Background: an optimization exercise with open tools, aiming at a short achievable clock period and few clock cycles per item. Do not read the settings as production practice. The RTL was checked by simulation tests, not by an equivalence proof against the original design. In every run shown here, the design's own scripts or RTL, not TritonCTS, make the clock network. The clock port is modelled as an ideal driver, which makes a skipped or thinned clock tree look cheaper than it is; a real chip needs a root buffer or a tree. Power figures rest on the tool's default switching activity, not on a simulated workload.

$ cat flow/design.v
`timescale 1ns/1ps
package cmul_types_pkg;
    localparam int ELEM_W    = 8;    
    localparam int RES_W     = 18;   
    localparam int RES_BYTES = 3;    
    localparam int ADDR_W    = 16;   
    localparam int REG_W     = 16;   
    typedef logic signed [ELEM_W-1:0] elem_t;       
    typedef logic signed [RES_W-1:0]  res_t;        
    typedef logic [ADDR_W-1:0]        addr_t;       
    typedef logic [REG_W-1:0]         reg_t;        
    typedef logic [2:0]               byte_cnt_t;   
endpackage
`timescale 1ns/1ps
package cmul_regmap_pkg;
    typedef enum logic [2:0] {
        OFS_OP1    = 3'd0,   
        OFS_OP2    = 3'd1,   
        OFS_RES    = 3'd2,   
        OFS_NUM_OP = 3'd3,   
        OFS_START  = 3'd4,   
        OFS_STATUS = 3'd5,   
        OFS_STATE  = 3'd6    
    } reg_offset_e;
    localparam int STS_DONE_BIT = 0;
    typedef enum logic [1:0] {
        ST_IDLE   = 2'd0,
        ST_RD_OPS = 2'd1,   
        ST_WORK   = 2'd2,   
        ST_WR_RES = 2'd3    
    } ctrl_state_e;
    localparam int OP_RD_BYTES  = 4;   
    localparam int RES_WR_BYTES = 6;   
    localparam int OP_STRIDE    = 2;   
    localparam int RES_STRIDE   = 6;   
endpackage
`timescale 1ns/1ps
module comp_mult_top
#(
    parameter logic [15:0] APB_BASE = '0   
) (
    input  logic  clk,
    input  logic  rst_n,
    input  cmul_types_pkg::addr_t paddr,
    input  logic  pwrite,
    input  cmul_types_pkg::reg_t  pwdata,
    input  logic  psel,
    output logic  pready,
    output cmul_types_pkg::reg_t  prdata,
    output logic  pslverr,
    output logic  mem_ce,
    output logic  mem_we,
    output cmul_types_pkg::addr_t mem_addr,
    output cmul_types_pkg::elem_t mem_wr_data,
    input  cmul_types_pkg::elem_t mem_rd_data
);
    logic [15:0] ofs_full;
    logic [2:0]  ofs;
    logic        in_range;
    logic        acc_ok;
    logic        wr_en;
    assign pready   = 1'b1;
    assign ofs_full = paddr - APB_BASE;
    assign in_range = (ofs_full[15:3] == '0);
    assign ofs      = ofs_full[2:0];
    always_comb begin
        case (ofs)
            3'd0, 3'd1, 3'd2, 3'd3, 3'd4: acc_ok = pwrite;
            3'd5:    acc_ok = 1'b1;
            3'd6:    acc_ok = ~pwrite;
            default: acc_ok = 1'b0;
        endcase
    end
    assign wr_en = psel & pwrite & in_range & acc_ok;
    logic wr_op1, wr_op2, wr_res, wr_num, wr_start, wr_clr;
    assign wr_op1   = wr_en & (ofs == 3'd0);
    assign wr_op2   = wr_en & (ofs == 3'd1);
    assign wr_res   = wr_en & (ofs == 3'd2);
    assign wr_num   = wr_en & (ofs == 3'd3);
    assign wr_start = wr_en & (ofs == 3'd4) & pwdata[0];
    assign wr_clr   = wr_en & (ofs == 3'd5) & ~pwdata[0];
    logic        done;
    logic        clr_q;        
    logic        busy;         
    logic        start_q;      
    logic [15:0] num_reg;
    logic        num_nz_q;     
    logic        num_ge2_q;    
    logic [15:0] num_m1_q;     
    logic [15:0] b1, b2;       
    logic        eq_q;         
    logic [15:0] ra1, ra2, rw;   
    logic [15:0] ra1p, ra2p, rwp;       
    logic [15:0] ra1pp, ra2pp, rwpp;    
    logic        i1_q, i2_q, iw_q;      
    logic [15:0] pwp1_q, pwp2_q;        
    logic [15:0] basew, basewp, basewpp, base1pp, base2pp;
    logic        k1, k2;       
    logic        wres_q, wnum_q;   
    logic [15:0] pwdata_q;     
    logic [15:0] base1, base2;   
    logic [1:0]  h1, h2;       
    logic        qsame;        
    logic        bus_v, ret_v;
    logic [1:0]  bus_id, ret_id;
    logic        bus_dup, ret_dup;
    logic [3:0]  v;            
    logic signed [7:0] cx1, cy1, cx2, cy2;
    logic [2:0]  oc;           
    logic [15:0] qf_left;      
    logic [15:0] qw_left;      
    logic        sq_q;         
    logic        pop_q;        
    logic        qw1;          
    logic        wrc;          
    logic [2:0]  wcnt;         
    logic        qd_q;         
    logic        sq_ok;        
    logic        wok;          
    logic        fin_q;        
    logic        mem_ce_q, mem_we_q;
    logic [15:0] mem_addr_q;
    logic [7:0]  mem_wr_data_q;
    logic [35:0] f0, f1, f2, f3;   
    logic [2:0]  fcnt;
    logic        s1v, s2v;
    logic        prd0;
    assign prdata      = {15'b0, prd0};
    always_ff @(posedge clk) begin
        prd0 <= ofs[0] ? (done & ~clr_q) : busy;    
    end
    assign mem_ce      = mem_ce_q;
    assign mem_we      = mem_we_q;
    assign mem_addr    = mem_addr_q;
    assign mem_wr_data = mem_wr_data_q;
    logic go;
    logic [1:0] h1e, h2e;
    logic qdone;
    logic [2:0] oc_eff;
    logic start_quad;
    logic rd_issue;
    logic rd_op1;              
    logic [1:0] rd_id;
    logic wr_start_b;          
    logic wr_issue;
    logic [2:0] wcnt_n;
    logic pop;
    logic push;
    assign eq_q    = (b1 == b2);
    assign base1   = k1 ? pwdata_q : (i1_q ? ra1p : ra1);
    assign base2   = k2 ? pwdata_q : (i2_q ? ra2p : ra2);
    assign basew   = wres_q ? pwdata_q : (iw_q ? rwp : rw);
    assign go      = start_q & ~busy & num_nz_q;
    assign h1e     = k1 ? 2'd0 : h1;
    assign h2e     = k2 ? 2'd0 : h2;
    assign qdone   = qd_q & ~k1 & ~(k2 & ~qsame);
    assign oc_eff  = go ? 3'd1 : oc;
    assign qw1     = pop_q ? (qw_left == 16'd2) : (qw_left == 16'd1);
    logic sqg, inc1, inc2;
    logic [15:0] base1p, base2p;
    assign sqg        = sq_ok | (go & num_ge2_q);
    assign start_quad = ~wrc & qdone & sqg;
    assign inc1       = ~wrc & (qdone ? sqg : (h1e != 2'd2));
    assign inc2       = ~wrc & ~qdone & (h1e == 2'd2);
    assign rd_issue   = inc1 | inc2;
    assign rd_op1     = inc1;
    assign rd_id      = start_quad ? 2'd0 : (h1e != 2'd2) ? {1'b0, h1e[0]} : {1'b1, h2e[0]};
    assign base1p     = k1 ? pwp1_q : (i1_q ? ra1pp : ra1p);
    assign base2p     = k2 ? pwp1_q : (i2_q ? ra2pp : ra2p);
    assign basewp     = wres_q ? pwp1_q : (iw_q ? rwpp : rwp);
    assign base1pp    = k1 ? pwp2_q : (i1_q ? ra1pp + 16'd1 : ra1pp);
    assign base2pp    = k2 ? pwp2_q : (i2_q ? ra2pp + 16'd1 : ra2pp);
    assign basewpp    = wres_q ? pwp2_q : (iw_q ? rwpp + 16'd1 : rwpp);
    assign wr_start_b = ~wrc & qdone & ~sqg & wok;
    assign wr_issue   = wrc | wr_start_b;
    assign wcnt_n     = wrc ? wcnt + 3'd1 : 3'd0;
    assign pop        = wrc & (wcnt == 3'd4);
    logic       busy_n;
    logic [2:0] oc_n;
    logic [2:0] fcnt_n;
    logic [1:0] h1_n, h2_n;
    logic       qsame_n;
    assign busy_n = go | (busy & ~fin_q);
    always_comb begin
        oc_n = oc_eff;
        if (start_quad & ~pop) oc_n = oc_eff + 3'd1;
        if (~start_quad & pop) oc_n = oc_eff - 3'd1;
    end
    always_comb begin
        fcnt_n = fcnt;
        if (s6v & ~pop) fcnt_n = fcnt + 3'd1;
        if (~s6v & pop) fcnt_n = fcnt - 3'd1;
    end
    always_comb begin
        if (fin_q) begin
            h1_n = '0; h2_n = '0; qsame_n = 1'b0;
        end else if (start_quad) begin
            h1_n = 2'd1; h2_n = 2'd0; qsame_n = eq_q;
        end else begin
            h1_n = inc1 ? h1e + 2'd1 : h1e;
            h2_n = inc2 ? h2e + 2'd1 : h2e;
            qsame_n = qsame;
        end
    end
    assign push = (v == 4'b1111) & busy;
    logic qc1, qc2;
    assign qc1 = (h1e == 2'd1) & (qsame | (h2e == 2'd2));
    assign qc2 = (h1e == 2'd2) & (h2e == 2'd1) & ~qsame;
    logic [7:0] wbyte;
    always_comb begin
        case (wcnt_n)
            3'd0:    wbyte = f0[7:0];
            3'd1:    wbyte = f0[15:8];
            3'd2:    wbyte = {6'b0, f0[17:16]};
            3'd3:    wbyte = f0[25:18];
            3'd4:    wbyte = f0[33:26];
            default: wbyte = {6'b0, f0[35:34]};
        endcase
    end
    always_ff @(posedge clk or negedge rst_n) begin
        if (!rst_n) begin
            done     <= 1'b0;
            pslverr  <= 1'b0;
            clr_q    <= 1'b0;
            start_q  <= 1'b0;
            num_reg  <= '0;
            num_nz_q <= 1'b0;
            num_ge2_q <= 1'b0;
            num_m1_q <= '0;
            k1       <= 1'b0;
            k2       <= 1'b0;
            wres_q   <= 1'b0;
            wnum_q   <= 1'b0;
            pwdata_q <= '0;
            b1       <= '0;
            b2       <= '0;
        end else begin
            clr_q <= wr_clr;
            pslverr <= psel & ~(in_range & acc_ok);
            if (fin_q)
                done <= 1'b1;
            else if (clr_q)
                done <= 1'b0;
            start_q   <= wr_start;
            k1        <= wr_op1;
            k2        <= wr_op2;
            wres_q    <= wr_res;
            wnum_q    <= wr_num;
            pwdata_q  <= pwdata;
            if (wnum_q) num_reg <= pwdata_q;
            if (wnum_q) begin
                num_nz_q  <= (pwdata_q != '0);
                num_ge2_q <= (pwdata_q[15:1] != '0);
                num_m1_q  <= pwdata_q - 16'd1;
            end
            if (k1) b1 <= pwdata_q;
            if (k2) b2 <= pwdata_q;
        end
    end
    always_ff @(posedge clk or negedge rst_n) begin
        if (!rst_n) begin
            busy     <= 1'b0;
            ra1      <= '0;
            ra2      <= '0;
            rw       <= '0;
            ra1p     <= 16'd1;
            ra2p     <= 16'd1;
            rwp      <= 16'd1;
            ra1pp    <= 16'd2;
            ra2pp    <= 16'd2;
            rwpp     <= 16'd2;
            i1_q     <= 1'b0;
            i2_q     <= 1'b0;
            iw_q     <= 1'b0;
            pwp1_q   <= '0;
            pwp2_q   <= '0;
            h1       <= '0;
            h2       <= '0;
            qsame    <= 1'b0;
            bus_v    <= 1'b0;
            bus_id   <= '0;
            bus_dup  <= 1'b0;
            ret_v    <= 1'b0;
            ret_id   <= '0;
            ret_dup  <= 1'b0;
            v        <= '0;
            oc       <= '0;
            qf_left  <= '0;
            qw_left  <= '0;
            sq_q     <= 1'b0;
            pop_q    <= 1'b0;
            wrc      <= 1'b0;
            wcnt     <= '0;
            qd_q     <= 1'b0;
            sq_ok    <= 1'b0;
            wok      <= 1'b0;
            fin_q    <= 1'b0;
            fcnt     <= '0;
            mem_ce_q <= 1'b0;
            mem_we_q <= 1'b0;
            s1v      <= 1'b0;
            s2v      <= 1'b0;
            s3v      <= 1'b0;
            s4v      <= 1'b0;
            s5v      <= 1'b0;
            s6v      <= 1'b0;
        end else begin
            busy <= busy_n;
            pwp1_q <= pwdata + 16'd1;
            pwp2_q <= pwdata + 16'd2;
            rw    <= basew;
            rwp   <= basewp;
            rwpp  <= basewpp;
            iw_q  <= wr_issue | wr_res;    
            ra1   <= base1;
            ra1p  <= base1p;
            ra1pp <= base1pp;
            i1_q  <= inc1;
            ra2   <= base2;
            ra2p  <= base2p;
            ra2pp <= base2pp;
            i2_q  <= inc2;
            h1    <= h1_n;
            h2    <= h2_n;
            qsame <= qsame_n;
            qd_q  <= ~fin_q & ~start_quad & (qdone | (~wrc & (qc1 | qc2)));
            bus_v   <= rd_issue;
            bus_id  <= rd_id;
            bus_dup <= start_quad ? eq_q : qsame;
            ret_v   <= bus_v & ~(k1 & ~bus_id[1]) & ~(k2 & bus_id[1]);
            ret_id  <= bus_id;
            ret_dup <= bus_dup;
            begin
                logic [3:0] cap;
                logic ret_ok;
                ret_ok = ret_v & ~(k1 & ~ret_id[1]) & ~(k2 & ret_id[1]);
                cap[0] = ret_ok & (ret_id == 2'd0);
                cap[1] = ret_ok & (ret_id == 2'd1);
                cap[2] = ret_ok & ((ret_id == 2'd2) | (ret_dup & (ret_id == 2'd0)));
                cap[3] = ret_ok & ((ret_id == 2'd3) | (ret_dup & (ret_id == 2'd1)));
                v <= cap | (v & ~{4{push}} & ~{k2, k2, k1, k1} & ~{4{fin_q}});
            end
            mem_ce_q <= rd_issue | wr_issue;
            mem_we_q <= wr_issue;
            oc    <= oc_n;
            sq_ok <= busy & ~fin_q & ((oc != 3'd4) | pop)
                   & (sq_q ? (qf_left != 16'd1) : (qf_left != '0));
            wok   <= busy_n & (fcnt_n != 3'd0);
            sq_q  <= start_quad;
            pop_q <= pop;
            if (go)
                qf_left <= num_m1_q;
            else if (sq_q)
                qf_left <= qf_left - 16'd1;
            if (go)
                qw_left <= num_reg;
            else if (pop_q)
                qw_left <= qw_left - 16'd1;
            wrc    <= wrc ? (wcnt != 3'd4) : wr_start_b;
            wcnt   <= wcnt_n;
            fin_q  <= pop & qw1;
            fcnt <= fcnt_n;
            s1v <= push;
            s2v <= s1v;
            s3v <= s2v;
            s4v <= s3v;
            s5v <= s4v;
            s6v <= s5v;
        end
    end
    always_ff @(posedge clk) begin
        if (wrc)
            mem_addr_q <= basew;
        else if (qdone)
            mem_addr_q <= sqg ? base1 : basew;
        else
            mem_addr_q <= (h1e != 2'd2) ? base1 : base2;
        mem_wr_data_q <= wbyte;
    end
    logic [3:0] capd;
    assign capd[0] = ret_v & (ret_id == 2'd0);
    assign capd[1] = ret_v & (ret_id == 2'd1);
    assign capd[2] = ret_v & ((ret_id == 2'd2) | (ret_dup & (ret_id == 2'd0)));
    assign capd[3] = ret_v & ((ret_id == 2'd3) | (ret_dup & (ret_id == 2'd1)));
    always_ff @(posedge clk) begin
        if (capd[0]) cx1 <= mem_rd_data;
        if (capd[1]) cy1 <= mem_rd_data;
        if (capd[2]) cx2 <= mem_rd_data;
        if (capd[3]) cy2 <= mem_rd_data;
    end
    logic signed [9:0]  pp_a [4];
    logic signed [9:0]  pp_b [4];
    logic signed [9:0]  pp_c [4];
    logic signed [9:0]  pp_d [4];
    logic s3v;
    logic [8:0] gy2, gx2;    
    assign gy2 = {cy2, 1'b0};
    assign gx2 = {cx2, 1'b0};
    function automatic logic [3:0] bsel(input logic [2:0] g);
        case (g)
            3'd1, 3'd2: bsel = 4'b1000;
            3'd3:       bsel = 4'b0100;
            3'd4:       bsel = 4'b0001;
            3'd5, 3'd6: bsel = 4'b0010;
            default:    bsel = 4'b0000;
        endcase
    endfunction
    function automatic logic signed [9:0] bpp(input logic signed [7:0] a, input logic signed [8:0] n, input logic [3:0] sel);
        logic signed [9:0] a1;
        logic signed [9:0] n1;
        a1 = 10'(a);
        n1 = 10'(n);
        bpp = ({10{sel[3]}} & a1) | ({10{sel[2]}} & (a1 <<< 1))
            | ({10{sel[1]}} & n1) | ({10{sel[0]}} & (n1 <<< 1));
    endfunction
    logic signed [7:0] ox1, oy1;
    logic [3:0] sx2 [4];     
    logic [3:0] sy2 [4];     
    logic signed [8:0] nx1, ny1;
    logic s4v;
    always_ff @(posedge clk) begin
        ox1 <= cx1;
        oy1 <= cy1;
        for (int j = 0; j < 4; j++) begin
            sx2[j] <= bsel(gx2[2*j +: 3]);
            sy2[j] <= bsel(gy2[2*j +: 3]);
        end
        nx1 <= -(9'(cx1));
        ny1 <= -(9'(cy1));
    end
    always_ff @(posedge clk) begin
        for (int j = 0; j < 4; j++) begin
            pp_a[j] <= bpp(ox1, nx1, sy2[j]);
            pp_b[j] <= bpp(oy1, ny1, sx2[j]);
            pp_c[j] <= bpp(ox1, nx1, sx2[j]);
            pp_d[j] <= bpp(oy1, ny1, {sy2[j][1:0], sy2[j][3:2]});    
        end
    end
    function automatic logic [35:0] csa(input logic [17:0] a, input logic [17:0] b, input logic [17:0] c);
        csa = {a ^ b ^ c, ((a & b) | (a & c) | (b & c)) << 1};
    endfunction
    function automatic logic [71:0] red84(input logic [17:0] r0, input logic [17:0] r1,
                                          input logic [17:0] r2, input logic [17:0] r3,
                                          input logic [17:0] r4, input logic [17:0] r5,
                                          input logic [17:0] r6, input logic [17:0] r7);
        logic [35:0] u1, u2, u3, u4;
        u1 = csa(r0, r1, r2);
        u2 = csa(r3, r4, r5);
        u3 = csa(u1[35:18], u1[17:0], u2[35:18]);
        u4 = csa(u2[17:0], r6, r7);
        red84 = {u3, u4};
    endfunction
    function automatic logic [35:0] red42(input logic [71:0] q);
        logic [35:0] u1;
        u1 = csa(q[71:54], q[53:36], q[35:18]);
        red42 = csa(u1[35:18], u1[17:0], q[17:0]);
    endfunction
    logic [71:0] q2x, q2y;      
    logic [35:0] q3x, q3y;      
    logic [9:0]  lox, loy;      
    logic [8:0]  h0x, h1x, h0y, h1y;    
    always_ff @(posedge clk) begin
        q2y <= red84(18'(pp_a[0]), 18'(pp_a[1]) << 2, 18'(pp_a[2]) << 4, 18'(pp_a[3]) << 6,
                     18'(pp_b[0]), 18'(pp_b[1]) << 2, 18'(pp_b[2]) << 4, 18'(pp_b[3]) << 6);
        q2x <= red84(18'(pp_c[0]), 18'(pp_c[1]) << 2, 18'(pp_c[2]) << 4, 18'(pp_c[3]) << 6,
                     18'(pp_d[0]), 18'(pp_d[1]) << 2, 18'(pp_d[2]) << 4, 18'(pp_d[3]) << 6);
        q3y <= red42(q2y);
        q3x <= red42(q2x);
        loy <= {1'b0, q3y[26:18]} + {1'b0, q3y[8:0]};
        lox <= {1'b0, q3x[26:18]} + {1'b0, q3x[8:0]};
        h0y <= q3y[35:27];
        h1y <= q3y[17:9];
        h0x <= q3x[35:27];
        h1x <= q3x[17:9];
    end
    logic signed [17:0] xr_n, yr_n;
    logic s5v, s6v;
    always_ff @(posedge clk) begin
        xr_n <= {h0x + h1x + {8'd0, lox[9]}, lox[8:0]};
        yr_n <= {h0y + h1y + {8'd0, loy[9]}, loy[8:0]};
    end
    always_ff @(posedge clk) begin
        if (pop) begin
            f0 <= (s6v && fcnt == 3'd1) ? {xr_n, yr_n} : f1;
            f1 <= (s6v && fcnt == 3'd2) ? {xr_n, yr_n} : f2;
            f2 <= (s6v && fcnt == 3'd3) ? {xr_n, yr_n} : f3;
            f3 <= {xr_n, yr_n};
        end else if (s6v) begin
            case (fcnt)
                3'd0:    f0 <= {xr_n, yr_n};
                3'd1:    f1 <= {xr_n, yr_n};
                3'd2:    f2 <= {xr_n, yr_n};
                default: f3 <= {xr_n, yr_n};
            endcase
        end
    end
endmodule
$ cat flow/flow/run.sh
#!/bin/bash
# Standard ORFS layout (the standard.sh), except that the clock tree is
# built by flow/mycts.tcl (a two-level buffer tree: 4 root buffers fed by the
# clock port, leaf buffers each driving a cluster of about 16 flip-flops) in
# place of TritonCTS. Everything else, synthesis included, is the standard flow.
set -euo pipefail
export MCTS_CLOCK_NET=clk
export MCTS_BUF=sky130_fd_sc_hd__clkbuf_16
export MCTS_ROOT_BUF=sky130_fd_sc_hd__clkbuf_16
export MCTS_SINKS_PER_LEAF=16
export MCTS_ROOTS=4
bash standard.sh finish PRE_CTS_TCL="$PWD/flow/mycts.tcl" > standard_flow.log 2>&1
$ cat flow/flow/mycts.tcl
# Two-level clock tree built by hand, used in place of TritonCTS: the clock
# port drives a few root buffers, each root drives a group of leaf buffers,
# each leaf buffer drives a cluster of nearby flip-flops (k-means on the
# flip-flop positions). Every flip-flop sees the same two buffer stages.
# Sourced by ORFS cts.tcl as PRE_CTS_TCL; it replaces clock_tree_synthesis.

proc mcts_kmeans {pts k iters} {
  # pts: list of {x y}; returns list of cluster index per point and centers
  set n [llength $pts]
  set xs [lsort -real [lmap p $pts {lindex $p 0}]]
  set ys [lsort -real [lmap p $pts {lindex $p 1}]]
  # initial centers: points spread by sorted order along a serpentine
  set order [lsort -real -index 0 [lmap p $pts {list [expr {[lindex $p 0] + 0.0}] [lindex $p 1]}]]
  set centers {}
  for {set i 0} {$i < $k} {incr i} {
    set idx [expr {int(($i + 0.5) * $n / $k)}]
    lappend centers [lindex $order $idx]
  }
  set assign {}
  for {set it 0} {$it < $iters} {incr it} {
    set assign {}
    foreach p $pts {
      set best 0; set bd 1e30; set ci 0
      foreach c $centers {
        set dx [expr {[lindex $p 0] - [lindex $c 0]}]
        set dy [expr {[lindex $p 1] - [lindex $c 1]}]
        set d [expr {$dx*$dx + $dy*$dy}]
        if {$d < $bd} { set bd $d; set best $ci }
        incr ci
      }
      lappend assign $best
    }
    set sx [lrepeat $k 0.0]; set sy [lrepeat $k 0.0]; set cnt [lrepeat $k 0]
    foreach p $pts a $assign {
      lset sx $a [expr {[lindex $sx $a] + [lindex $p 0]}]
      lset sy $a [expr {[lindex $sy $a] + [lindex $p 1]}]
      lset cnt $a [expr {[lindex $cnt $a] + 1}]
    }
    set nc {}
    for {set i 0} {$i < $k} {incr i} {
      if {[lindex $cnt $i] > 0} {
        lappend nc [list [expr {[lindex $sx $i] / [lindex $cnt $i]}] [expr {[lindex $sy $i] / [lindex $cnt $i]}]]
      } else {
        lappend nc [lindex $centers $i]
      }
    }
    set centers $nc
  }
  return [list $assign $centers]
}

# balanced split: cap each cluster size by moving the farthest members out
proc mcts_balance {pts assign centers cap} {
  set k [llength $centers]
  for {set pass 0} {$pass < 20} {incr pass} {
    set cnt [lrepeat $k 0]
    foreach a $assign { lset cnt $a [expr {[lindex $cnt $a] + 1}] }
    set over 0
    for {set c 0} {$c < $k} {incr c} { if {[lindex $cnt $c] > $cap} { set over 1 } }
    if {!$over} { break }
    set i 0
    foreach p $pts a $assign {
      if {[lindex $cnt $a] > $cap} {
        # move to nearest cluster with room
        set best -1; set bd 1e30
        for {set c 0} {$c < $k} {incr c} {
          if {$c == $a || [lindex $cnt $c] >= $cap} continue
          set cc [lindex $centers $c]
          set dx [expr {[lindex $p 0] - [lindex $cc 0]}]
          set dy [expr {[lindex $p 1] - [lindex $cc 1]}]
          set d [expr {$dx*$dx + $dy*$dy}]
          if {$d < $bd} { set bd $d; set best $c }
        }
        set ca [lindex $centers $a]
        set dx [expr {[lindex $p 0] - [lindex $ca 0]}]
        set dy [expr {[lindex $p 1] - [lindex $ca 1]}]
        if {$best >= 0 && $bd < 4.0 * ($dx*$dx + $dy*$dy) + 1e8} {
          lset assign $i $best
          lset cnt $a [expr {[lindex $cnt $a] - 1}]
          lset cnt $best [expr {[lindex $cnt $best] + 1}]
        }
      }
      incr i
    }
  }
  return $assign
}

proc mcts_build {} {
  set db [ord::get_db]
  set block [ord::get_db_block]
  set clk [$block findNet $::env(MCTS_CLOCK_NET)]
  set buf [$db findMaster $::env(MCTS_BUF)]
  set rootbuf [$db findMaster $::env(MCTS_ROOT_BUF)]
  set sink_cap $::env(MCTS_SINKS_PER_LEAF)
  set nroots $::env(MCTS_ROOTS)

  set sinks {}
  set pts {}
  foreach it [$clk getITerms] {
    set inst [$it getInst]
    set bb [$inst getBBox]
    lappend sinks $it
    lappend pts [list [expr {([$bb xMin] + [$bb xMax]) / 2.0}] [expr {([$bb yMin] + [$bb yMax]) / 2.0}]]
  }
  set n [llength $sinks]
  set k [expr {int(ceil(double($n) / $sink_cap))}]
  puts "MCTS: $n sinks, $k leaf buffers, $nroots root buffers"
  lassign [mcts_kmeans $pts $k 25] assign centers
  set assign [mcts_balance $pts $assign $centers [expr {$sink_cap + 2}]]
  # recompute centers
  set sx [lrepeat $k 0.0]; set sy [lrepeat $k 0.0]; set cnt [lrepeat $k 0]
  foreach p $pts a $assign {
    lset sx $a [expr {[lindex $sx $a] + [lindex $p 0]}]
    lset sy $a [expr {[lindex $sy $a] + [lindex $p 1]}]
    lset cnt $a [expr {[lindex $cnt $a] + 1}]
  }
  set leafpts {}
  for {set i 0} {$i < $k} {incr i} {
    if {[lindex $cnt $i] == 0} { lappend leafpts {} ; continue }
    lappend leafpts [list [expr {[lindex $sx $i] / [lindex $cnt $i]}] [expr {[lindex $sy $i] / [lindex $cnt $i]}]]
  }
  # leaf buffers and nets
  set leafbufs {}
  for {set i 0} {$i < $k} {incr i} {
    if {[lindex $cnt $i] == 0} { lappend leafbufs {}; continue }
    set b [odb::dbInst_create $block $buf "mcts_leaf_$i"]
    set p [lindex $leafpts $i]
    $b setLocation [expr {int([lindex $p 0])}] [expr {int([lindex $p 1])}]
    $b setPlacementStatus PLACED
    set nn [odb::dbNet_create $block "mcts_leaf_net_$i"]
    $nn setSigType CLOCK
    [$b findITerm X] connect $nn
    lappend leafbufs $b
  }
  foreach it $sinks a $assign {
    $it disconnect
    $it connect [$block findNet "mcts_leaf_net_$a"]
  }
  # roots: cluster the leaf buffers
  set lpts {}; set lids {}
  for {set i 0} {$i < $k} {incr i} {
    if {[lindex $cnt $i] == 0} continue
    lappend lpts [lindex $leafpts $i]; lappend lids $i
  }
  lassign [mcts_kmeans $lpts $nroots 25] rassign rcenters
  for {set r 0} {$r < $nroots} {incr r} {
    set b [odb::dbInst_create $block $rootbuf "mcts_root_$r"]
    set p [lindex $rcenters $r]
    $b setLocation [expr {int([lindex $p 0])}] [expr {int([lindex $p 1])}]
    $b setPlacementStatus PLACED
    set nn [odb::dbNet_create $block "mcts_root_net_$r"]
    $nn setSigType CLOCK
    [$b findITerm X] connect $nn
    [$b findITerm A] connect $clk
  }
  foreach i $lids r $rassign {
    [[lindex $leafbufs $i] findITerm A] connect [$block findNet "mcts_root_net_$r"]
  }
  global_connect
  puts "MCTS: done"
}

# output ports: the port buffer and the register feeding it get a drive
# strength suited to the long wire between them (same cell types)
proc mcts_size_outputs {} {
  set block [ord::get_db_block]
  foreach bt [$block getBTerms] {
    if {[$bt getIoType] != "OUTPUT"} continue
    set net [$bt getNet]
    if {$net == "NULL" || $net == ""} continue
    foreach it [$net getITerms] {
      if {![$it isOutputSignal]} continue
      set inst [$it getInst]
      set m [[$inst getMaster] getName]
      if {![regexp {^sky130_fd_sc_hd__(clk)?buf_[0-9]+$} $m]} continue
      if {$m != "sky130_fd_sc_hd__buf_6"} {
        replace_cell [$inst getName] sky130_fd_sc_hd__buf_6
      }
      set a [$inst findITerm A]
      set n2 [$a getNet]
      if {$n2 == "NULL" || $n2 == ""} continue
      foreach it2 [$n2 getITerms] {
        if {![$it2 isOutputSignal]} continue
        set f [$it2 getInst]
        set fm [[$f getMaster] getName]
        if {[regexp {^(sky130_fd_sc_hd__(dfxtp|dfrtp))_1$} $fm -> base]} {
          replace_cell [$f getName] ${base}_2
        }
      }
    }
  }
  puts "MCTS: output drivers sized"
}

rename clock_tree_synthesis mcts_orig_clock_tree_synthesis
proc clock_tree_synthesis {args} {
  mcts_size_outputs
  mcts_build
}
$ cat flow/standard.sh
#!/bin/bash
# synth_recipe.tcl (not shown) runs the flow's synth.tcl, then flattens the netlist and writes it again
# the make line also repeats each setting of config.mk as NAME=value (left out here)
make -C /OpenROAD-flow-scripts/flow DESIGN_CONFIG=/design/flow/config.mk WORK_HOME=/design/flow/orfs CLKGATE_MAP_FILE= SYNTH_SCRIPT=/design/flow/synth_recipe.tcl "${@:-finish}"
$ cat flow/config.mk
export PLATFORM = sky130hd
export DESIGN_NAME = comp_mult_top
export DESIGN_NICKNAME = comp_mult_top
export VERILOG_FILES = /design/flow/design.v
export SDC_FILE = /design/flow/constraint.sdc
export NUM_CORES = 4
export LEC_CHECK = 0
export ABC_CLOCK_PERIOD_IN_PS = 1500
export CAP_MARGIN = 20
export CORE_MARGIN = 2
export CORE_UTILIZATION = 40
export SETUP_SLACK_MARGIN = 4.6
export SLEW_MARGIN = 20
$ cat flow/constraint.sdc
create_clock -name core_clock -period 6.5 [get_ports {clk}]
set_input_delay 1.3000 -clock core_clock [delete_from_list [all_inputs] [get_ports {clk}]]
set_output_delay 1.3000 -clock core_clock [all_outputs]
set_load 0.01 [all_outputs]
==> impl_results.html, run 1 <==
<table>
<tr><th>Metric</th><th>Value</th></tr>
<tr><th colspan="2">Logic synthesis</th></tr>
<tr><td>EDFF count, synth</td><td>176</td></tr>
<tr><td>Synth Register Bits</td><td>1,040</td></tr>
<tr><td>Synth Flop Type</td><td>sky130_fd_sc_hd__dfxtp_1</td></tr>
<tr><td>Post-synthesis cell type count</td><td>68</td></tr>
<tr><td>Area fraction in and, or, nand and nor cells after synthesis</td><td>7.916%</td></tr>
<tr><td>Number of cells produced by synthesis</td><td>3,491</td></tr>
<tr><td>Post-synthesis share of cell area spent on xor and xnor gates</td><td>3.863%</td></tr>
<tr><td>Share of synthesized area occupied by flip-flops and latches</td><td>58.57%</td></tr>
<tr><td>Avg Synthesized Cell Area</td><td>11.89 µm²</td></tr>
<tr><td>Multiplexer share of the synthesized area</td><td>6.109%</td></tr>
<tr><td>Async set-or-reset flop fraction in the synthesized netlist</td><td>32.88%</td></tr>
<tr><td>Adder-cell share of the synthesized area</td><td>9.668%</td></tr>
<tr><td>Post-synthesis instance area</td><td>41,490 µm²</td></tr>
<tr><td>Most instantiated cells after synthesis</td><td>sky130_fd_sc_hd__dfxtp_1, sky130_fd_sc_hd__nand2_1, sky130_fd_sc_hd__dfrtp_1</td></tr>
<tr><td>Dominant cells by area after synthesis</td><td>sky130_fd_sc_hd__dfxtp_1, sky130_fd_sc_hd__dfrtp_1, sky130_fd_sc_hd__edfxtp_1</td></tr>
<tr><td>Most instantiated library cell after synthesis</td><td>sky130_fd_sc_hd__dfxtp_1</td></tr>
<tr><td>Synth Area in Compound Gates</td><td>9.068%</td></tr>
<tr><td>Most area-hungry cell type in the Yosys netlist</td><td>sky130_fd_sc_hd__dfxtp_1</td></tr>
<tr><td>Dominant combinational cell family by area after synthesis</td><td>adder cells</td></tr>
<tr><td>Proportion of netlist area held by the largest area contributor</td><td>25.19%</td></tr>
<tr><td>Count of warnings emitted by yosys</td><td>7</td></tr>
<tr><th colspan="2">Pwr</th></tr>
<tr><td>Internal power</td><td>8.504 mW</td></tr>
<tr><td>Clock Power Share</td><td>36.2%</td></tr>
<tr><td>Power per cell area</td><td>221.6 nW/µm²</td></tr>
<tr><td>Switching power as a share of total power</td><td>20.20%</td></tr>
<tr><td>Register share of total power</td><td>62.1%</td></tr>
<tr><td>Largest vdd supply drop</td><td>0.0002277 V</td></tr>
<tr><td>Leakage power</td><td>20.29 nW</td></tr>
<tr><td>Fraction of power consumed by combinational cells</td><td>1.7%</td></tr>
<tr><td>NetSw</td><td>2.152 mW</td></tr>
<tr><th colspan="2">Outcome</th></tr>
<tr><td>Result of the run</td><td>complete, no violations</td></tr>
<tr><th colspan="2">Setup path</th></tr>
<tr><td>Worst-path cell with the longest stage delay</td><td>sky130_fd_sc_hd__nor4_4</td></tr>
<tr><td>Crit path kind</td><td>input pin to flip-flop</td></tr>
<tr><td>Critical path fanouts, max</td><td>2</td></tr>
<tr><td>Endpoint kind of the worst setup timing path</td><td>flip-flop</td></tr>
<tr><td>Required time of the worst setup path</td><td>6.87 ns</td></tr>
<tr><td>Total stage count of the critical path</td><td>7</td></tr>
<tr><td>CP Cell Sequence</td><td>buf_6, nor4_4, o2111ai_2, nor3_2, buf_4, nand3b_1, nor3b_2</td></tr>
<tr><td>Worst Reg2Reg Path Length in Cells</td><td>11</td></tr>
<tr><td>Delay of the slowest critical-path stage</td><td>0.65 ns</td></tr>
<tr><td>Family with the most delay on the worst path</td><td>simple AND/OR/NAND/NOR gates</td></tr>
<tr><td>Critical path launch point type</td><td>input pin</td></tr>
<tr><td>Critical path buffers and inverters</td><td>2</td></tr>
<tr><td>Data arrival, critical path</td><td>2.99 ns</td></tr>
<tr><th colspan="2">Floorplanning</th></tr>
<tr><td>Site row count</td><td>118</td></tr>
<tr><td>Count of boundary I/O pins</td><td>88</td></tr>
<tr><td>Area inside the core boundary</td><td>103,200 µm²</td></tr>
<tr><td>Die outline width</td><td>326.1 µm</td></tr>
<tr><td>Total Die Area</td><td>106,300 µm²</td></tr>
<tr><td>Die outline height</td><td>326.1 µm</td></tr>
<tr><td>Starting density of the core</td><td>40.21%</td></tr>
<tr><th colspan="2">Global route</th></tr>
<tr><td>Largest net degree at the start of global routing</td><td>117</td></tr>
<tr><td>Overall overflow remaining after global route</td><td>0</td></tr>
<tr><td>Number of global-route vias before repair</td><td>25,170</td></tr>
<tr><td>Total routing resource utilization after global routing</td><td>17.89%</td></tr>
<tr><td>First-pass GRT wire length</td><td>150.1 mm</td></tr>
<tr><td>Antenna violations before repair</td><td>0</td></tr>
<tr><th colspan="2">Cells and area</th></tr>
<tr><td>Layout net count</td><td>3,889</td></tr>
<tr><td>Share of layout cells above drive strength 1</td><td>17.12%</td></tr>
<tr><td>Number of filler cells placed in the layout</td><td>9,216</td></tr>
<tr><td>Synth-to-Final Area Change</td><td>15.89%</td></tr>
<tr><td>Antenna diode instance count</td><td>0</td></tr>
<tr><td>Design Area, Final</td><td>48,080 µm²</td></tr>
<tr><td>Leading registers by flop count</td><td>q2x (59), q2y (59)</td></tr>
<tr><th colspan="2">Routing</th></tr>
<tr><td>Antenna Violating Nets Remaining</td><td>0</td></tr>
<tr><td>First-pass detailed-route iteration total</td><td>7</td></tr>
<tr><td>Via-per-instance ratio</td><td>5.087</td></tr>
<tr><td>Routed WL per cell</td><td>19.75 µm</td></tr>
<tr><td>Number of vias in the routed layout</td><td>25,380</td></tr>
<tr><td>DR DRC count</td><td>0</td></tr>
<tr><td>1st-iter DRT viols</td><td>1,985</td></tr>
<tr><td>WL final</td><td>98.56 mm</td></tr>
<tr><th colspan="2">Hold path</th></tr>
<tr><td>Worst min-delay path class</td><td>flip-flop to flip-flop</td></tr>
<tr><td>Cell depth of the worst hold path</td><td>0</td></tr>
<tr><th colspan="2">CTS</th></tr>
<tr><td>Clock-pin slew on the worst setup and hold paths</td><td>0.07 ns</td></tr>
<tr><td>Later-pin clock latency in the skew report</td><td>0.52 ns</td></tr>
<tr><td>Cts-stage hold buffer count</td><td>0</td></tr>
<tr><th colspan="2">Flow run</th></tr>
<tr><td>Number of maximum-capacitance violations</td><td>0</td></tr>
<tr><th colspan="2">STA</th></tr>
<tr><td>Count of endpoints failing setup in the final report</td><td>0</td></tr>
<tr><td>Setup Skew</td><td>0.1158 ns</td></tr>
<tr><td>Slew headroom</td><td>29.17%</td></tr>
<tr><td>Highest clock rate</td><td>0.3812 GHz</td></tr>
<tr><td>Final Cycle Share</td><td>40.36%</td></tr>
<tr><td>Final Max Slew Viols</td><td>0</td></tr>
<tr><td>Worst-Margin Slew</td><td>1.061 ns</td></tr>
<tr><td>Sum of negative setup slack</td><td>0 ns</td></tr>
<tr><td>Unrepaired setup endpoints after global routing</td><td>yes</td></tr>
<tr><td>Post-layout minimum cycle time</td><td>2.624 ns</td></tr>
<tr><td>Number of hold violations in the final report</td><td>0</td></tr>
<tr><th colspan="2">Place</th></tr>
<tr><td>Detail Placement HPWL</td><td>61.65 mm</td></tr>
<tr><td>Number of port buffers</td><td>71</td></tr>
<tr><td>Post-Place Cell Area</td><td>43,480 µm²</td></tr>
<tr><td>Final RePlAce weighted congestion</td><td>0.8287</td></tr>
</table>
[stage by stage]
stage	worst slack, ns	hold slack, ns	utilization [%]	cells	power [mW]
final	3.876	0.2670	46.59	4990	10.66
after global routing	3.846	0.2675	46.59	4990	11.00
after CTS	3.415	0.3121	45.65	4934	10.04
after detailed placement	2.504	0.3121	42.13	4768	6.906
after global placement	2.493	0.3107	42.13	4768	6.906
after floorplan	4.209	0.3096	-	3505	6.788
[power groups by stage]
| stage | Clock [mW] | Sequential [mW] | Combinational (mW) |
|---|---|---|---|
| finish | 3.86 | 6.61 | 0.185 |
| global route | 4.18 | 6.61 | 0.203 |
| CTS | 3.11 | 6.76 | 0.180 |
| detailed placement | 0 | 6.76 | 0.150 |
| global placement | 0 | 6.76 | 0.150 |
| floorplan | 0 | 6.73 | 0.0558 |
[worst reg2reg max path, cell delays in order (launching register included)]
cell and delay [ns]:
sky130_fd_sc_hd__dfrtp_2 0.41, sky130_fd_sc_hd__buf_6 0.13, sky130_fd_sc_hd__inv_4 0.06, sky130_fd_sc_hd__ha_4 0.14, sky130_fd_sc_hd__nand3_4 0.11, sky130_fd_sc_hd__buf_12 0.17
sky130_fd_sc_hd__inv_12 0.07, sky130_fd_sc_hd__buf_12 0.10, sky130_fd_sc_hd__nand2_8 0.09, sky130_fd_sc_hd__buf_6 0.18, sky130_fd_sc_hd__buf_16 0.14, sky130_fd_sc_hd__mux2_2 0.26
[repair_timing]
action / CTS / global route
buffers inserted: 75 / 48
pin swaps: 57 / 39
gates resized for setup: 395 / 189
setup endpoints to repair: 792 / 300
cloned: 22 / 8
[per-layer routing]
metal  vias to the layer above  track usage, %  routed length, µm
li1                      11910               -                  -
met4                         0           4.027               2235
met1                     12640           25.90              45380
met5                         -               0                  0
met2                       696           28.56              45580
met3                       144           2.436               5366
[cells in the final DEF (no fill, tap or decap), types with 11 or more instances in the layout]
cell type	Yosys	final
sky130_fd_sc_hd__nor2_1	103	84
sky130_fd_sc_hd__fa_1	146	142
sky130_fd_sc_hd__o21a_1	20	20
sky130_fd_sc_hd__buf_16	0	22
sky130_fd_sc_hd__a22oi_1	176	174
sky130_fd_sc_hd__clkbuf_16	0	76
sky130_fd_sc_hd__o21ai_0	216	211
sky130_fd_sc_hd__buf_6	0	63
sky130_fd_sc_hd__nand2_1	401	391
sky130_fd_sc_hd__dfxtp_1	522	493
sky130_fd_sc_hd__a222oi_1	25	25
sky130_fd_sc_hd__o21ai_1	20	23
sky130_fd_sc_hd__dfxtp_2	0	23
sky130_fd_sc_hd__dfrtp_2	0	21
sky130_fd_sc_hd__edfxtp_1	176	176
sky130_fd_sc_hd__mux2i_1	107	107
sky130_fd_sc_hd__nor4_1	18	13
sky130_fd_sc_hd__inv_1	291	281
sky130_fd_sc_hd__nor3b_1	12	11
sky130_fd_sc_hd__xor2_1	70	69
sky130_fd_sc_hd__buf_4	18	93
sky130_fd_sc_hd__ha_1	87	80
sky130_fd_sc_hd__xnor2_1	113	108
sky130_fd_sc_hd__buf_12	0	26
sky130_fd_sc_hd__nor3_1	29	18
sky130_fd_sc_hd__nor2_2	0	13
sky130_fd_sc_hd__nor2b_1	25	22
sky130_fd_sc_hd__dfrtp_1	336	312
sky130_fd_sc_hd__mux2_2	128	127
sky130_fd_sc_hd__nand4_1	23	23
sky130_fd_sc_hd__conb_1	2	16
sky130_fd_sc_hd__nand3_1	31	23
sky130_fd_sc_hd__a21o_1	37	37
sky130_fd_sc_hd__a21oi_1	34	34
[final cells by class]
| type | count | area, µm² | share of cell area (%) |
|---|---|---|---|
| inverter | 292 | 1115 | 2.319 |
| buffer | 69 | 1727 | 3.591 |
| timing repair buffer | 246 | 3118 | 6.485 |
| sequential | 1040 | 24390 | 50.72 |
| multi-input combinational | 1963 | 16010 | 33.29 |
| tap | 1380 | 1727 | 3.591 |
[logic make-up (layout without fill, tap and decap cells)]
group                    count (synthesis)  count (layout)
AO/OA/AOI/OAI                          578             578
XOR/XNOR                               183             183
adder cells (fa/ha/maj)                233             233
buffers and inverters                  504             607
flip-flops                            1040            1040
multiplexers                           237             237
other                                    2              16
AND/OR/NAND/NOR                        714             716
[final timing paths]
path	from	end	slack, ns
min in group asynchronous	rst_n	v[0]	0.68
max in group asynchronous	rst_n	qw_left[2]	5.14
setup reg to reg	wcnt[0]	f2[6]	4.42
hold / removal	s4v	s5v	0.27
setup / recovery	paddr[6]	clr_q	3.88
hold reg to reg	s4v	s5v	0.27
Testbench counts, summed over its fixed seeds: cycles 21,041, items 2,070.
==> run 2: changes to the inputs <==
--- a/flow/config.mk
+++ b/flow/config.mk
@@ -11,3 +11,3 @@
 export CORE_UTILIZATION = 40
-export SETUP_SLACK_MARGIN = 4.6
+export SETUP_SLACK_MARGIN = 4.8
 export SLEW_MARGIN = 20
==> run 2 against run 1 <==
Effect of this change:
- clock skew shrank 0.015 ns
- via count grew 3.9%
- global-route usage grew 1.2 points
- setup slack gained 0.30 ns
- first-iteration DRC count grew 21%
- design area grew 4.4%
- synthesized cell count is the same
- largest cell class unchanged
- largest power group unchanged
==> impl_results.html, run 2 <==
<table>
<tr><th>Metric</th><th>Value</th></tr>
<tr><th colspan="2">Outcome</th></tr>
<tr><td>Result of the run</td><td>complete, no violations</td></tr>
<tr><th colspan="2">Routing</th></tr>
<tr><td>1st-iter DRT viols</td><td>2,402 (+21%)</td></tr>
<tr><td>Number of vias in the routed layout</td><td>26,380 (+3.9%)</td></tr>
<tr><td>Routed WL per cell</td><td>21.24 µm (+7.5%)</td></tr>
<tr><td>First-pass detailed-route iteration total</td><td>6 (-1)</td></tr>
<tr><td>DR DRC count</td><td>0 (unchanged)</td></tr>
<tr><td>WL final</td><td>107.7 mm (+9.3%)</td></tr>
<tr><td>Via-per-instance ratio</td><td>5.203 (+2.3%)</td></tr>
<tr><td>Antenna Violating Nets Remaining</td><td>0 (unchanged)</td></tr>
<tr><th colspan="2">Setup path</th></tr>
<tr><td>Endpoint kind of the worst setup timing path</td><td>primary output</td></tr>
<tr><td>Critical path buffers and inverters</td><td>1 (-1)</td></tr>
<tr><td>Required time of the worst setup path</td><td>5.20 ns (-1.67 ns)</td></tr>
<tr><td>Family with the most delay on the worst path</td><td>flip-flops</td></tr>
<tr><td>Delay of the slowest critical-path stage</td><td>0.41 ns (-0.24 ns)</td></tr>
<tr><td>Origin of the critical flop-to-flop path</td><td>h0y[0]</td></tr>
<tr><td>Critical path launch point type</td><td>flip-flop</td></tr>
<tr><td>CP Cell Sequence</td><td>buf_6</td></tr>
<tr><td>Total stage count of the critical path</td><td>1 (-6)</td></tr>
<tr><td>Data arrival, critical path</td><td>1.02 ns (-1.97 ns)</td></tr>
<tr><td>Critical path fanouts, max</td><td>1 (-1)</td></tr>
<tr><td>Crit path kind</td><td>flip-flop to primary output</td></tr>
<tr><td>Worst-path cell with the longest stage delay</td><td>sky130_fd_sc_hd__dfxtp_4</td></tr>
<tr><td>Worst Reg2Reg Path Length in Cells</td><td>8 (-3)</td></tr>
<tr><td>Timing startpoint of the critical path</td><td>mem_addr_q[4]</td></tr>
<tr><th colspan="2">Logic synthesis</th></tr>
<tr><td>Proportion of netlist area held by the largest area contributor</td><td>25.19% (unchanged)</td></tr>
<tr><td>EDFF count, synth</td><td>176 (unchanged)</td></tr>
<tr><td>Most instantiated library cell after synthesis</td><td>sky130_fd_sc_hd__dfxtp_1</td></tr>
<tr><td>Share of synthesized area occupied by flip-flops and latches</td><td>58.57% (unchanged)</td></tr>
<tr><td>Async set-or-reset flop fraction in the synthesized netlist</td><td>32.88% (unchanged)</td></tr>
<tr><td>Most area-hungry cell type in the Yosys netlist</td><td>sky130_fd_sc_hd__dfxtp_1</td></tr>
<tr><td>Synth Register Bits</td><td>1,040 (unchanged)</td></tr>
<tr><td>Count of warnings emitted by yosys</td><td>7 (unchanged)</td></tr>
<tr><td>Post-synthesis cell type count</td><td>68 (unchanged)</td></tr>
<tr><td>Post-synthesis instance area</td><td>41,490 µm² (unchanged)</td></tr>
<tr><td>Number of cells produced by synthesis</td><td>3,491 (unchanged)</td></tr>
<tr><td>Dominant cells by area after synthesis</td><td>sky130_fd_sc_hd__dfxtp_1, sky130_fd_sc_hd__dfrtp_1, sky130_fd_sc_hd__edfxtp_1</td></tr>
<tr><td>Most instantiated cells after synthesis</td><td>sky130_fd_sc_hd__dfxtp_1, sky130_fd_sc_hd__nand2_1, sky130_fd_sc_hd__dfrtp_1</td></tr>
<tr><td>Avg Synthesized Cell Area</td><td>11.89 µm² (unchanged)</td></tr>
<tr><td>Synth Flop Type</td><td>sky130_fd_sc_hd__dfxtp_1</td></tr>
<tr><th colspan="2">CTS</th></tr>
<tr><td>Clock-pin slew on the worst setup and hold paths</td><td>0.09 ns (+0.02 ns)</td></tr>
<tr><td>Later-pin clock latency in the skew report</td><td>0.52 ns (about the same)</td></tr>
<tr><td>Cts-stage hold buffer count</td><td>0 (unchanged)</td></tr>
<tr><th colspan="2">Hold path</th></tr>
<tr><td>Cell depth of the worst hold path</td><td>0 (unchanged)</td></tr>
<tr><td>Startpoint of the most critical hold path</td><td>q3y[9]</td></tr>
<tr><td>Worst min-delay path class</td><td>flip-flop to flip-flop</td></tr>
<tr><th colspan="2">Global route</th></tr>
<tr><td>Antenna violations before repair</td><td>1 (+1)</td></tr>
<tr><td>Number of global-route vias before repair</td><td>26,280 (+4.4%)</td></tr>
<tr><td>Largest net degree at the start of global routing</td><td>93 (-21%)</td></tr>
<tr><td>Total routing resource utilization after global routing</td><td>19.06% (+1.2 points)</td></tr>
<tr><td>Overall overflow remaining after global route</td><td>0 (unchanged)</td></tr>
<tr><td>First-pass GRT wire length</td><td>159.1 mm (+6.0%)</td></tr>
<tr><th colspan="2">Place</th></tr>
<tr><td>Detail Placement HPWL</td><td>61.54 mm (-0.18%)</td></tr>
<tr><td>Post-Place Cell Area</td><td>43,670 µm² (+0.44%)</td></tr>
<tr><td>Number of port buffers</td><td>71 (unchanged)</td></tr>
<tr><td>Placement Setup Slack</td><td>3.396 ns (+0.8921 ns)</td></tr>
<tr><td>Final RePlAce weighted congestion</td><td>0.8005 (-3.4%)</td></tr>
<tr><th colspan="2">Pwr</th></tr>
<tr><td>Largest vdd supply drop</td><td>0.0002798 V (+23%)</td></tr>
<tr><td>Leakage power</td><td>21.21 nW (+4.5%)</td></tr>
<tr><td>Power per cell area</td><td>212.7 nW/µm² (-4.0%)</td></tr>
<tr><th colspan="2">STA</th></tr>
<tr><td>Slew headroom</td><td>24.13% (-5.0 points)</td></tr>
<tr><td>Unrepaired setup endpoints after global routing</td><td>yes</td></tr>
<tr><td>Final Max Slew Viols</td><td>0 (unchanged)</td></tr>
<tr><td>Count of endpoints failing setup in the final report</td><td>0 (unchanged)</td></tr>
<tr><td>Slack of the critical path</td><td>4.181 ns (+0.3045 ns)</td></tr>
<tr><td>Setup Skew</td><td>0.1004 ns (-0.01542 ns)</td></tr>
<tr><td>Number of hold violations in the final report</td><td>0 (unchanged)</td></tr>
<tr><td>Highest clock rate</td><td>0.4312 GHz (+13%)</td></tr>
<tr><td>Final Cycle Share</td><td>35.68% (-4.7 points)</td></tr>
<tr><td>Post-layout minimum cycle time</td><td>2.319 ns (-0.3045 ns)</td></tr>
<tr><td>Worst-Margin Slew</td><td>1.137 ns (+0.07551 ns)</td></tr>
<tr><td>Sum of negative setup slack</td><td>0 ns (unchanged)</td></tr>
<tr><th colspan="2">Floorplanning</th></tr>
<tr><td>Area inside the core boundary</td><td>103,200 µm² (unchanged)</td></tr>
<tr><td>Site row count</td><td>118 (unchanged)</td></tr>
<tr><td>Count of boundary I/O pins</td><td>88 (unchanged)</td></tr>
<tr><td>Die outline height</td><td>326.1 µm (unchanged)</td></tr>
<tr><td>Die outline width</td><td>326.1 µm (unchanged)</td></tr>
<tr><td>Total Die Area</td><td>106,300 µm² (unchanged)</td></tr>
<tr><td>Starting density of the core</td><td>40.21% (unchanged)</td></tr>
<tr><th colspan="2">Cells and area</th></tr>
<tr><td>Core utilization of the finished layout</td><td>48.64% (+2.0 points)</td></tr>
<tr><td>Share of layout cells above drive strength 1</td><td>22.47% (+5.3 points)</td></tr>
<tr><td>Most frequent standard cell in the layout excluding fill and tap cells</td><td>sky130_fd_sc_hd__dfxtp_1</td></tr>
<tr><td>Leading registers by flop count</td><td>q2x (59), q2y (59)</td></tr>
<tr><td>Top library cells by usage in the layout, fill and taps aside</td><td>sky130_fd_sc_hd__dfxtp_1, sky130_fd_sc_hd__nand2_1, sky130_fd_sc_hd__dfrtp_1, sky130_fd_sc_hd__inv_1, sky130_fd_sc_hd__o21ai_0</td></tr>
<tr><td>Layout net count</td><td>3,969 (+2.1%)</td></tr>
<tr><td>Design Area, Final</td><td>50,200 µm² (+4.4%)</td></tr>
<tr><td>Synth-to-Final Area Change</td><td>20.98%</td></tr>
<tr><th colspan="2">Flow run</th></tr>
<tr><td>Number of maximum-capacitance violations</td><td>0 (unchanged)</td></tr>
</table>
-- run 2: repair_timing --
item	CTS	global route
pin swaps	119	89
cloned	38	29
setup buffers	120	44
resized for setup	681	170
endpoints found under the setup margin	891	396
-- run 2: routing by layer --
layer  track usage (%)  share of wire [%]
met2             30.52                 46
met4             4.468                3.2
met3             2.375                6.7
met5                 0              0.011
met1             27.59                 44
-- run 2: metrics by stage --
| stage | power (mW) | hold WS, ns | instances |
|---|---|---|---|
| finish | 10.68 | 0.2873 | 5071 |
| global route | 11.04 | 0.2812 | 5070 |
| CTS | 10.07 | 0.3121 | 4997 |
| detailed placement | 6.910 | 0.3121 | 4770 |
| global placement | 6.908 | 0.3101 | 4770 |
| floorplan | 6.790 | 0.3096 | 3505 |
-- run 2: cell type report --
class,instances,area (µm²)
fill,8951,53000
sequential,1040,24400
multi-input combinational,2008,17690
timing repair buffer,281,3535
buffer,69,1727
tap,1380,1727
inverter,292,1124
antenna,1,2.502
-- run 2: kinds of logic (layout without fill, tap and decap cells) --
kind of cell	count (synthesis)	in the layout	synth area share, %
AND/OR/NAND/NOR	714	761	7.916
flip-flops	1040	1040	58.57
AO/OA/AOI/OAI	578	578	9.068
buffers and inverters	504	642	4.792
other	2	17	0.01810
XOR/XNOR	183	183	3.863
multiplexers	237	237	6.109
adder cells (fa/ha/maj)	233	233	9.668
-- run 2: worst paths after layout --
check / to / slack (ns)
worst max-delay path: mem_addr[4] / 4.18
worst min-delay path: h1y[0] / 0.29
max in group asynchronous: ra1pp[1] / 5.22
worst max register to register: yr_n[17] / 4.38
min in group asynchronous: b2[11] / 0.76
worst min register to register: h1y[0] / 0.29
-- run 2: where the power goes --
| group | leakage (nW) | internal [mW] | total, mW | switching, mW |
|---|---|---|---|---|
| logic | 9.83 | 0.0910 | 0.210 | 0.119 |
| registers | 10.5 | 6.58 | 6.62 | 0.0392 |
| clock network | 0.850 | 1.85 | 3.85 | 2.00 |
==> run 3: changes to the inputs <==
--- a/flow/flow/run.sh
+++ b/flow/flow/run.sh
@@ -3,3 +3,3 @@
 # built by flow/mycts.tcl (a two-level buffer tree: 4 root buffers fed by the
-# clock port, leaf buffers each driving a cluster of about 16 flip-flops) in
+# clock port, leaf buffers each driving a cluster of about 18 flip-flops) in
 # place of TritonCTS. Everything else, synthesis included, is the standard flow.
@@ -9,3 +9,3 @@
 export MCTS_ROOT_BUF=sky130_fd_sc_hd__clkbuf_16
-export MCTS_SINKS_PER_LEAF=16
+export MCTS_SINKS_PER_LEAF=18
 export MCTS_ROOTS=4
--- a/flow/flow/mycts.tcl
+++ b/flow/flow/mycts.tcl
@@ -166,2 +166,3 @@
 proc mcts_size_outputs {} {
+  set ::mcts_moved 0
   set block [ord::get_db_block]
@@ -175,3 +176,3 @@
       set m [[$inst getMaster] getName]
-      if {![regexp {^sky130_fd_sc_hd__(clk)?buf_[0-9]+$} $m]} continue
+      if {![regexp {^sky130_fd_sc_hd__(clk|dly|clkdly)?buf[0-9a-z]*_[0-9]+$} $m]} continue
       if {$m != "sky130_fd_sc_hd__buf_6"} {
@@ -186,9 +187,15 @@
         set fm [[$f getMaster] getName]
-        if {[regexp {^(sky130_fd_sc_hd__(dfxtp|dfrtp))_1$} $fm -> base]} {
+        if {![regexp {^(sky130_fd_sc_hd__(dfxtp|dfrtp))_[0-9]+$} $fm -> base]} continue
+        if {[regexp {_1$} $fm]} {
           replace_cell [$f getName] ${base}_2
         }
-      }
-    }
-  }
-  puts "MCTS: output drivers sized"
+        # the register goes next to its port buffer (legalized afterwards),
+        # so the register output does not drive a long wire
+        lassign [$inst getLocation] bx by
+        $f setLocation $bx $by
+        incr ::mcts_moved
+      }
+    }
+  }
+  puts "MCTS: output drivers sized, $::mcts_moved registers moved to their port buffers"
 }
--- a/flow/config.mk
+++ b/flow/config.mk
@@ -11,3 +11,3 @@
 export CORE_UTILIZATION = 40
-export SETUP_SLACK_MARGIN = 4.8
+export SETUP_SLACK_MARGIN = 4.6
 export SLEW_MARGIN = 20
==> run 3 against run 2 <==
Effect of this change:
- final cell count decreased by 1.4%
- sequential share of layout area grew 1.7 points
- die area stayed put
- register-to-register slack worse by 0.06 ns
- clock skew fell by 0.024 ns
- clock power down 5.2%
- total power shrank 2.1%
- via count down 2.9%
- maximum frequency down 13%
- design area decreased by 3.5%
- setup slack got worse by 0.35 ns
- synthesized cell count is the same
==> impl_results.html, run 3 <==
<table>
<tr><th>Metric</th><th>Value</th></tr>
<tr><th colspan="2">Setup path</th></tr>
<tr><td>Crit path kind</td><td>input pin to flip-flop</td></tr>
<tr><td>Data arrival, critical path</td><td>3.02 ns (+2.00 ns)</td></tr>
<tr><td>Required time of the worst setup path</td><td>6.85 ns (+1.65 ns)</td></tr>
<tr><td>Endpoint kind of the worst setup timing path</td><td>flip-flop</td></tr>
<tr><td>R2r endpoint</td><td>f0[2]</td></tr>
<tr><td>Critical path fanouts, max</td><td>2 (+1)</td></tr>
<tr><td>Worst Reg2Reg Path Length in Cells</td><td>7 (-1)</td></tr>
<tr><td>Origin of the critical flop-to-flop path</td><td>s6v</td></tr>
<tr><td>Critical path launch point type</td><td>input pin</td></tr>
<tr><td>Reg-to-reg slack, setup</td><td>4.32 ns (-0.06 ns)</td></tr>
<tr><th colspan="2">Cells and area</th></tr>
<tr><td>Share of layout cells above drive strength 1</td><td>18.20% (-4.3 points)</td></tr>
<tr><td>Most frequent standard cell in the layout excluding fill and tap cells</td><td>sky130_fd_sc_hd__dfxtp_1</td></tr>
<tr><td>Layout net count</td><td>3,899 (-1.8%)</td></tr>
<tr><td>Area of all sequential standard cells</td><td>24,380 µm² (about the same)</td></tr>
<tr><td>Top library cells by usage in the layout, fill and taps aside</td><td>sky130_fd_sc_hd__dfxtp_1, sky130_fd_sc_hd__nand2_1, sky130_fd_sc_hd__dfrtp_1, sky130_fd_sc_hd__inv_1, sky130_fd_sc_hd__o21ai_0</td></tr>
<tr><td>Leading registers by flop count</td><td>q2x (59), q2y (59)</td></tr>
<tr><td>Synth-to-Final Area Change</td><td>16.73%</td></tr>
<tr><td>Area of the multi-input gates</td><td>16,200 µm² (-8.4%)</td></tr>
<tr><td>Number of filler cells placed in the layout</td><td>9,180 (+2.6%)</td></tr>
<tr><td>Final Instance Count excl. Fillers</td><td>5,001 (-1.4%)</td></tr>
<tr><th colspan="2">Pwr</th></tr>
<tr><td>Internal power</td><td>8.327 mW (-2.3%)</td></tr>
<tr><td>NetSw</td><td>2.124 mW (-1.6%)</td></tr>
<tr><td>Clock Power Share</td><td>35.0% (-1.1 points)</td></tr>
<tr><td>Leakage power</td><td>20.38 nW (-3.9%)</td></tr>
<tr><td>Largest vdd supply drop</td><td>0.0001924 V (-31%)</td></tr>
<tr><td>Register share of total power</td><td>63.3% (+1.4 points)</td></tr>
<tr><td>Power per cell area</td><td>215.8 nW/µm² (+1.4%)</td></tr>
<tr><td>Pwr Total</td><td>10.45 mW (-2.1%)</td></tr>
<tr><td>Switching power as a share of total power</td><td>20.32% (+0.10 points)</td></tr>
<tr><td>Fraction of power consumed by combinational cells</td><td>1.8% (-0.2 points)</td></tr>
<tr><th colspan="2">STA</th></tr>
<tr><td>Slew headroom</td><td>29.30% (+5.2 points)</td></tr>
<tr><td>Final Max Slew Viols</td><td>0 (unchanged)</td></tr>
<tr><td>Unrepaired setup endpoints after global routing</td><td>yes</td></tr>
<tr><td>Number of hold violations in the final report</td><td>0 (unchanged)</td></tr>
<tr><td>Sum of negative setup slack</td><td>0 ns (unchanged)</td></tr>
<tr><td>Count of endpoints failing setup in the final report</td><td>0 (unchanged)</td></tr>
<tr><td>Highest clock rate</td><td>0.3747 GHz (-13%)</td></tr>
<tr><td>Final Cycle Share</td><td>41.05% (+5.4 points)</td></tr>
<tr><td>Worst-Margin Slew</td><td>1.059 ns (-0.07745 ns)</td></tr>
<tr><td>Slack of the critical path</td><td>3.831 ns (-0.3494 ns)</td></tr>
<tr><td>Setup Skew</td><td>0.07638 ns (-0.02399 ns)</td></tr>
<tr><td>Post-layout minimum cycle time</td><td>2.669 ns (+0.3494 ns)</td></tr>
<tr><th colspan="2">CTS</th></tr>
<tr><td>Clock-pin slew on the worst setup and hold paths</td><td>0.10 ns (about the same)</td></tr>
<tr><td>Later-pin clock latency in the skew report</td><td>0.48 ns (-0.04 ns)</td></tr>
<tr><td>Cts-stage hold buffer count</td><td>0 (unchanged)</td></tr>
<tr><th colspan="2">Logic synthesis</th></tr>
<tr><td>Most instantiated library cell after synthesis</td><td>sky130_fd_sc_hd__dfxtp_1</td></tr>
<tr><td>Most area-hungry cell type in the Yosys netlist</td><td>sky130_fd_sc_hd__dfxtp_1</td></tr>
<tr><td>Async set-or-reset flop fraction in the synthesized netlist</td><td>32.88% (unchanged)</td></tr>
<tr><td>Post-synthesis cell type count</td><td>68 (unchanged)</td></tr>
<tr><td>Synth Flop Type</td><td>sky130_fd_sc_hd__dfxtp_1</td></tr>
<tr><td>Number of cells produced by synthesis</td><td>3,491 (unchanged)</td></tr>
<tr><td>Post-synthesis instance area</td><td>41,490 µm² (unchanged)</td></tr>
<tr><td>Most instantiated cells after synthesis</td><td>sky130_fd_sc_hd__dfxtp_1, sky130_fd_sc_hd__nand2_1, sky130_fd_sc_hd__dfrtp_1</td></tr>
<tr><td>Avg Synthesized Cell Area</td><td>11.89 µm² (unchanged)</td></tr>
<tr><td>Synth Register Bits</td><td>1,040 (unchanged)</td></tr>
<tr><td>Share of synthesized area occupied by flip-flops and latches</td><td>58.57% (unchanged)</td></tr>
<tr><td>Count of warnings emitted by yosys</td><td>7 (unchanged)</td></tr>
<tr><td>Dominant cells by area after synthesis</td><td>sky130_fd_sc_hd__dfxtp_1, sky130_fd_sc_hd__dfrtp_1, sky130_fd_sc_hd__edfxtp_1</td></tr>
<tr><td>EDFF count, synth</td><td>176 (unchanged)</td></tr>
<tr><td>Proportion of netlist area held by the largest area contributor</td><td>25.19% (unchanged)</td></tr>
<tr><th colspan="2">Place</th></tr>
<tr><td>Final RePlAce weighted congestion</td><td>0.8287 (+3.5%)</td></tr>
<tr><td>Detail Placement HPWL</td><td>61.65 mm (+0.18%)</td></tr>
<tr><td>Placement Setup Slack</td><td>2.504 ns (-0.8921 ns)</td></tr>
<tr><td>Number of port buffers</td><td>71 (unchanged)</td></tr>
<tr><td>Placed cell count</td><td>4,768 (-0.042%)</td></tr>
<tr><th colspan="2">Routing</th></tr>
<tr><td>DR DRC count</td><td>0 (unchanged)</td></tr>
<tr><td>Via-per-instance ratio</td><td>5.124 (-1.5%)</td></tr>
<tr><td>1st-iter DRT viols</td><td>2,332 (-2.9%)</td></tr>
<tr><td>WL final</td><td>100.9 mm (-6.3%)</td></tr>
<tr><td>Number of vias in the routed layout</td><td>25,620 (-2.9%)</td></tr>
<tr><td>Routed WL per cell</td><td>20.18 µm (-5.0%)</td></tr>
<tr><td>First-pass detailed-route iteration total</td><td>10 (+4)</td></tr>
<tr><td>Antenna Violating Nets Remaining</td><td>0 (unchanged)</td></tr>
<tr><th colspan="2">Global route</th></tr>
<tr><td>Overall overflow remaining after global route</td><td>0 (unchanged)</td></tr>
<tr><td>First-pass GRT wire length</td><td>151.8 mm (-4.5%)</td></tr>
<tr><td>Largest net degree at the start of global routing</td><td>117 (+26%)</td></tr>
<tr><td>Total routing resource utilization after global routing</td><td>18.11% (-0.95 points)</td></tr>
<tr><td>Antenna violations before repair</td><td>3 (+2)</td></tr>
<tr><td>Number of global-route vias before repair</td><td>25,180 (-4.2%)</td></tr>
<tr><th colspan="2">Hold path</th></tr>
<tr><td>Worst min-delay path class</td><td>flip-flop to flip-flop</td></tr>
<tr><td>Cell depth of the worst hold path</td><td>0 (unchanged)</td></tr>
<tr><td>Startpoint of the most critical hold path</td><td>q3x[34]</td></tr>
<tr><td>Hold EP</td><td>h0x[7]</td></tr>
<tr><th colspan="2">Floorplanning</th></tr>
<tr><td>Die outline width</td><td>326.1 µm (unchanged)</td></tr>
<tr><td>Starting density of the core</td><td>40.21% (unchanged)</td></tr>
<tr><td>Area inside the core boundary</td><td>103,200 µm² (unchanged)</td></tr>
<tr><td>Total Die Area</td><td>106,300 µm² (unchanged)</td></tr>
<tr><td>Die outline height</td><td>326.1 µm (unchanged)</td></tr>
<tr><td>Count of boundary I/O pins</td><td>88 (unchanged)</td></tr>
<tr><td>Site row count</td><td>118 (unchanged)</td></tr>
<tr><th colspan="2">Outcome</th></tr>
<tr><td>Result of the run</td><td>complete, no violations</td></tr>
<tr><th colspan="2">Flow run</th></tr>
<tr><td>Number of maximum-capacitance violations</td><td>0 (unchanged)</td></tr>
</table>
[run 3: cell counts after synthesis]
No cell type changed its count.
[run 3: area by class of cell]
class	instances	share of cell area (%)
inverter	292	2.310
buffer	62	3.203
timing repair buffer	261	7.135
tap	1380	3.565
sequential	1040	50.33
multi-input combinational	1965	33.45
antenna	1	0.005167
[run 3: timing repair]
item	4_1_cts	5_1_grt
setup endpoints to repair	765	334
resized for setup	332	120
pin swaps	59	53
gates cloned	25	14
setup buffers	82	49
[run 3: how the worst max path moves through the flow]
| stage | from | to | depth (start not counted) |
|---|---|---|---|
| 2_1_floorplan | paddr[0] | iw_q | 6 |
| 3_3_place_gp | paddr[11] | iw_q | 6 |
| 3_5_place_dp | paddr[11] | iw_q | 6 |
| 4_1_cts | paddr[4] | start_q | 7 |
| 5_1_grt | paddr[12] | clr_q | 7 |
| 6_report | paddr[11] | clr_q | 7 |
[run 3: routing by layer]
metal | track usage (%) | vias up | part of all wire (%)
met3 | 1.851 | 170 | 5.1
li1 | - | 11930 | -
met1 | 26.63 | 12780 | 46
met5 | 0 | - | 0.016
met2 | 28.85 | 747 | 46
met4 | 4.168 | 2 | 2.5
[run 3: per-stage QoR]
stage	cell area, µm²	hold slack [ns]	utilization [%]
final	48430	0.3115	46.93
after global routing	48430	0.3125	46.93
after CTS	47260	0.3121	45.79
after detailed placement	43480	0.3121	42.13
after global placement	43480	0.3107	42.13
after floorplan	41760	0.3096	-
[run 3: kinds of logic after synthesis]
group                    share of synthesized area (%)
adder cells (fa/ha/maj)                          9.668
AO/OA/AOI/OAI                                    9.068
flip-flops                                       58.57
XOR/XNOR                                         3.863
AND/OR/NAND/NOR                                  7.916
buffers and inverters                            4.792
multiplexers                                     6.109
other                                          0.01810
[run 3: power groups by stage]
stage	combinational (mW)	sequential (mW)	clock, mW
4_1_cts	0.181	6.76	2.90
6_report	0.185	6.61	3.65
2_1_floorplan	0.0558	6.73	0
3_5_place_dp	0.150	6.76	0
5_1_grt	0.203	6.62	3.99
3_3_place_gp	0.150	6.76	0
[run 3: worst max-delay path: stages]
cell and delay (ns):
sky130_fd_sc_hd__buf_8 0.13, sky130_fd_sc_hd__nor4_4 0.62, sky130_fd_sc_hd__o2111ai_2 0.25, sky130_fd_sc_hd__nor3_2 0.22, sky130_fd_sc_hd__buf_4 0.15, sky130_fd_sc_hd__nand3b_1 0.12
sky130_fd_sc_hd__nor3b_2 0.20

separate check: timing with driven ports:
The flow's constraints put no driver on any port. The routed layouts listed below were extracted and timed again, unchanged, in two steps. Step 1: set_driving_cell puts a clkbuf_16 on clk and a buf_2 on each other input, an assumption about the parent block. Step 2 also shifts input and output timing later by t, the mid clock arrival at the registers, as if the neighbouring blocks saw the same clock. a / b / c = no drivers / after step 1 / after step 2; a / b = the first two.
run | shift t [ns] | setup slack, ns
run 1 | 0.612 | 3.876 / 3.972 / 3.360
run 2 | 0.608 | 4.181 / 4.037 / 3.924
run 3 | 0.592 | 3.831 / 3.928 / 3.336
After both steps every run listed still meets setup and hold.
